Source: an optimization exercise on an open RTL-to-GDS flow (aim: small area, a short achievable clock period and few clock cycles per item). Production flows keep margins and buffers that such runs may drop.
Where RTL was checked, it was by simulation tests only, not by an equivalence proof against the original.
Power figures rest on the tool's default switching activity, not on a simulated workload.

## 04-09
==> flow/design.v (excerpt) <==
module muldiv_unit (
    input  logic                           clk,
    input  logic                           reset,
    input  logic                           req,
    input  muldiv_pkg::muldiv_req_t        req_data,
    output logic                           busy,
    output logic                           result_valid,
    output logic [rv_m_pkg::xlen-1:0]      result
);
For scale: about 2100 cells after synthesis, roughly 130 flip-flops, ~100 I/O pins.
make LEC_CHECK=0 CAP_MARGIN=20 CORE_MARGIN=2 CORE_UTILIZATION=40 SETUP_SLACK_MARGIN=0.5 SLEW_MARGIN=20 finish   # period 5.0 ns
run.sh (not shown) runs the stock make flow with config.mk's settings and CLKGATE_MAP_FILE= SYNTH_SCRIPT=/design/flow/synth_recipe.tcl, a recipe that flattens the netlist after the stock synthesis.
Testbench counts of 04-09, summed over its fixed seeds: cycles 18,461, ops 2,400.
### 04-09 -> 06-24
# 04-09
export LEC_CHECK = 0
export CAP_MARGIN = 20
export CORE_MARGIN = 2
export CORE_UTILIZATION = 40
export SETUP_SLACK_MARGIN = 0.5
export SLEW_MARGIN = 20
create_clock -name core_clock -period 5.0 [get_ports {clk}]
# 06-24
export LEC_CHECK = 0
export CAP_MARGIN = 20
export CORE_MARGIN = 2
export CORE_UTILIZATION = 40
export SLEW_MARGIN = 20
create_clock -name core_clock -period 5.0 [get_ports {clk}]
--- outcome ---
A end point of the critical path of x[21] is what 06-24 shows, while x[29] belongs to 04-09. Going from 04-09 to 06-24, worst hold slack decreased by 0.023 ns relative to the old numbers, final area decreased by about 2.1% relative to the old numbers, clock-buffer cell count decreased by 2 relative to the old numbers, fmax decreased by 9.0% relative to the old numbers, global-route track usage on met1 decreased by 0.34 points relative to the old numbers.

---

Another version of the RTL of muldiv_unit (not shown whole).
For scale: ~2200 cells after synthesis, ~140 flip-flops, ~0.018 mm² of cells after synthesis.
==> flow/config.mk <==
export PLATFORM = sky130hd
export DESIGN_NAME = muldiv_unit
export DESIGN_NICKNAME = muldiv_unit
export VERILOG_FILES = /design/flow/design.v
export SDC_FILE = /design/flow/constraint.sdc
export NUM_CORES = 4
export LEC_CHECK = 0
export CAP_MARGIN = 20
export CORE_MARGIN = 2
export CORE_UTILIZATION = 40
export SETUP_SLACK_MARGIN = 0.7
export SLEW_MARGIN = 20
export SYNTH_HIERARCHICAL = 1
export SYNTH_MINIMUM_KEEP_SIZE = 0
==> flow/constraint.sdc <==
create_clock -name core_clock -period 5.0 [get_ports {clk}]
set_input_delay 1.0000 -clock core_clock [delete_from_list [all_inputs] [get_ports {clk}]]
set_output_delay 1.0000 -clock core_clock [all_outputs]
set_load 0.01 [all_outputs]
standard.sh (not shown) runs the stock make flow with config.mk's settings and CLKGATE_MAP_FILE= SYNTH_SCRIPT=/design/flow/synth_recipe.tcl, a recipe that flattens the netlist after the stock synthesis.
==> flow/flow/run.sh <==
#!/bin/bash
# Standard layout, with small fast buffers on the ports instead of ORFS's default
# port buffer. ORFS's own logs stay under orfs/logs; make's output goes to standard.log.
set -euo pipefail
export BUFFER_PORTS_ARGS="-buffer_cell sky130_fd_sc_hd__buf_2"
bash standard.sh > standard.log 2>&1
The baseline completed without violations.
Testbench counts at the start, summed over its fixed seeds: cycles 18,461, ops 2,400.
==> next run, changes <==
==> flow/run.sh (new file) <==
#!/bin/bash
# synth_recipe.tcl (not shown) runs the flow's synth.tcl, then flattens the netlist and writes it again
# the make line also repeats each setting of config.mk as NAME=value (left out here)
make -C /OpenROAD-flow-scripts/flow DESIGN_CONFIG=/design/flow/config.mk WORK_HOME=/design/flow/orfs CLKGATE_MAP_FILE= SYNTH_SCRIPT=/design/flow/synth_recipe.tcl finish
removed: flow/flow/run.sh
removed: flow/standard.sh
After rerunning: Via count went up by 0.46%. Setup slack gains 0.022 ns. Sequential share of layout area went down by 0.89 points.

---

Another version of the RTL of muldiv_unit (not shown whole).
Size in the first run: ~2100 cells after synthesis, roughly 140 flip-flops, about 100 I/O pins, about 16000 um2 of cells after synthesis.
Settings: LEC_CHECK=0, CAP_MARGIN=20, CORE_MARGIN=2, CORE_UTILIZATION=45, CTS_BUF_LIST=sky130_fd_sc_hd__clkbuf_4 sky130_fd_sc_hd__clkbuf_8, SETUP_SLACK_MARGIN=1.15, SLEW_MARGIN=20, SYNTH_HIERARCHICAL=1, SYNTH_MINIMUM_KEEP_SIZE=0; clock period 5.0 ns.
==> flow/flow/run.sh <==
#!/bin/bash
# Standard layout, with small fast buffers on the ports instead of ORFS's default
# port buffer. ORFS's own logs stay under orfs/logs; make's output goes to standard.log.
set -euo pipefail
export BUFFER_PORTS_ARGS="-buffer_cell sky130_fd_sc_hd__buf_2"
bash standard.sh > standard.log 2>&1
The first run produced a clean layout.
Testbench counts at the start, summed over its fixed seeds: cycles 18,461, ops 2,400.
Edit:
PLACE_DENSITY = 0.7   (was default)
SETUP_SLACK_MARGIN = 1.0   (was 1.15)
Synthesized cell count does not change.
Total power came out lower by 1.1%.
Wire length came out lower by 3.0%.
Non-clock buffer count came out lower by 37.

---

Another version of the RTL of muldiv_unit (not shown whole).
Size: roughly 2300 cells after synthesis, about 100 I/O pins, about 0.018 mm2 of cells after synthesis.
clock: 5.0 ns
lec_check: 0
cap_margin: 20
core_margin: 2
core_utilization: 40
setup_slack_margin: 0.5
slew_margin: 20
Scripts as last shown in full above: flow/flow/run.sh
The starting point finished clean.
Change:
==> flow/run.sh (new file) <==
#!/bin/bash
# synth_recipe.tcl (not shown) runs the flow's synth.tcl, then flattens the netlist and writes it again
# the make line also repeats each setting of config.mk as NAME=value (left out here)
make -C /OpenROAD-flow-scripts/flow DESIGN_CONFIG=/design/flow/config.mk WORK_HOME=/design/flow/orfs CLKGATE_MAP_FILE= SYNTH_SCRIPT=/design/flow/synth_recipe.tcl finish
Settings changed: SETUP_SLACK_MARGIN 0.5 to 0.7.
removed: flow/flow/run.sh
removed: flow/standard.sh
After rerunning: Setup slack gains 0.16 ns. Final area rose by 5.0%. Final cell count rose by 1.3%. Clock power is about the same. First-iteration DRC count fell by 0.88%. Maximum frequency rose by 3.7%. Area after synthesis is unchanged. Wire length fell by 0.63%. Power rose by 3.8%. Die area does not change. Utilization rose by 2.3 points.
Function was not checked in any run of this note: the RTL went through the layout flow alone.

---

RTL: one of the versions met above, not the one the previous note started from.
For scale: about 2100 cells after synthesis, ~140 flip-flops, ~100 I/O pins.
Settings: LEC_CHECK=0, CAP_MARGIN=20, CORE_MARGIN=2, CORE_UTILIZATION=45, CTS_BUF_LIST=sky130_fd_sc_hd__clkbuf_4 sky130_fd_sc_hd__clkbuf_8, SETUP_SLACK_MARGIN=1.0, SLEW_MARGIN=20, SYNTH_HIERARCHICAL=1, SYNTH_MINIMUM_KEEP_SIZE=0; clock period 5.0 ns.
==> flow/flow/run.sh <==
#!/bin/bash
# Standard layout, with small fast buffers on the ports instead of ORFS's default
# port buffer. ORFS's own logs stay under orfs/logs; make's output goes to standard.log.
set -euo pipefail
export BUFFER_PORTS_ARGS="-buffer_cell sky130_fd_sc_hd__buf_1"
bash standard.sh > standard.log 2>&1
The starting point finished with timing, DRC and antenna clean.
Testbench counts at the start, summed over its fixed seeds: cycles 18,461, ops 2,400.
==> next run, changes <==
==> flow/flow/run.sh (replaced) <==
#!/bin/bash
# Standard layout, with small fast buffers on the ports instead of ORFS's default
# port buffer. ORFS's own logs stay under orfs/logs; make's output goes to standard.log.
set -euo pipefail
export BUFFER_PORTS_ARGS="-buffer_cell sky130_fd_sc_hd__buf_2"
bash standard.sh > standard.log 2>&1
Outcome: Synthesized cell count does not change. Cell count is about the same. Wire length went down by a few percent. Setup slack gets better by 0.064 ns. Sequential share of layout area shrinks by 0.12 points. Final area came out higher slightly. Sequential cell count stays the same. Global-route usage came out lower by 0.69 points. Combinational power shrinks slightly. Power goes down slightly. Die area is unchanged.

---

Another version of the RTL of muldiv_unit (not shown whole).
Size: ~140 flip-flops, about 100 I/O pins.
Settings: LEC_CHECK=0, CAP_MARGIN=20, CORE_MARGIN=2, CORE_UTILIZATION=50, CTS_BUF_LIST=sky130_fd_sc_hd__clkbuf_4 sky130_fd_sc_hd__clkbuf_8, SETUP_SLACK_MARGIN=1.0, SLEW_MARGIN=20, SYNTH_HIERARCHICAL=1, SYNTH_MINIMUM_KEEP_SIZE=0; clock period 5.0 ns.
==> flow/flow/run.sh <==
#!/bin/bash
# Standard layout, with small fast buffers on the ports instead of ORFS's default
# port buffer. ORFS's own logs stay under orfs/logs; make's output goes to standard.log.
set -euo pipefail
export BUFFER_PORTS_ARGS="-buffer_cell sky130_fd_sc_hd__buf_2"
bash standard.sh > standard.log 2>&1
Testbench counts at the start, summed over its fixed seeds: cycles 18,461, ops 2,400.
Then changed:
--- a/flow/config.mk
+++ b/flow/config.mk
@@ -9,5 +9,5 @@
 export CORE_MARGIN = 2
-export CORE_UTILIZATION = 50
+export CORE_UTILIZATION = 45
 export CTS_BUF_LIST = sky130_fd_sc_hd__clkbuf_4 sky130_fd_sc_hd__clkbuf_8
-export SETUP_SLACK_MARGIN = 1.0
+export SETUP_SLACK_MARGIN = 1.3
 export SLEW_MARGIN = 20
The changed run finished clean; worst setup slack gains 0.19 ns; global-route usage went down by 1.8 points; cell count went up by about 4.6%; total power went up by 7.7%; cell area went up by 8.6%; routed wire length went up by about 10%.

## separate check: timing with driven ports
The results above use ideal ports. As a check the final layouts listed here were re-extracted and re-timed, cells and wires unchanged.
Step 1: set_driving_cell puts a clkbuf_16 on clk and a buf_2 on each other input, an assumption about the parent block.
Step 2, shift: input delay + t, output delay - t, t = (earliest + latest rising clock arrival at the registers) / 2. This alone moves slack from input paths to output paths.
a / b / c = ideal ports / drivers / drivers and shift; a / b = the first two.
run | t (ns) | setup WS [ns] | worst hold slack (ns)
04-09 | 0.504 | 0.591 / 0.591 / 0.155 | 0.536 / 0.536 / 0.536
06-24 | 0.503 | 0.154 / 0.154 / -0.101 | 0.513 / 0.513 / 0.513
the first run of note 2 | 0.510 | 0.731 / 0.731 / 0.425 | 0.593 / 0.593 / 0.593
the second run of note 2 | 0.495 | 0.753 / 0.753 / 0.377 | 0.593 / 0.593 / 0.593
the first run of note 3 | 0.570 | 0.991 / 0.991 / 0.649 | 0.526 / 0.526 / 0.526
the second run of note 3 | 0.535 | 0.995 / 0.995 / 0.676 | 0.540 / 0.540 / 0.540
the first run of note 4 | 0.520 | 0.588 / 0.588 / 0.197 | 0.604 / 0.604 / 0.604
the second run of note 4 | 0.522 | 0.746 / 0.746 / 0.344 | 0.634 / 0.634 / 0.634
the first run of note 5 | 0.565 | 0.980 / 0.977 / 0.515 | 0.555 / 0.555 / 0.555
the second run of note 5 | 0.571 | 1.044 / 1.031 / 0.636 | 0.528 / 0.528 / 0.528
the first run of note 6 | 0.551 | 1.034 / 1.034 / 0.625 | 0.535 / 0.535 / 0.535
the second run of note 6 | 0.554 | 1.225 / 1.225 / 0.807 | 0.526 / 0.526 / 0.526
Met with ideal ports but missed after step 2: setup timing in 06-24. The setup slack of the first run of note 5, which loses most, moves by -0.003 ns with the drivers and by -0.465 ns with both steps.
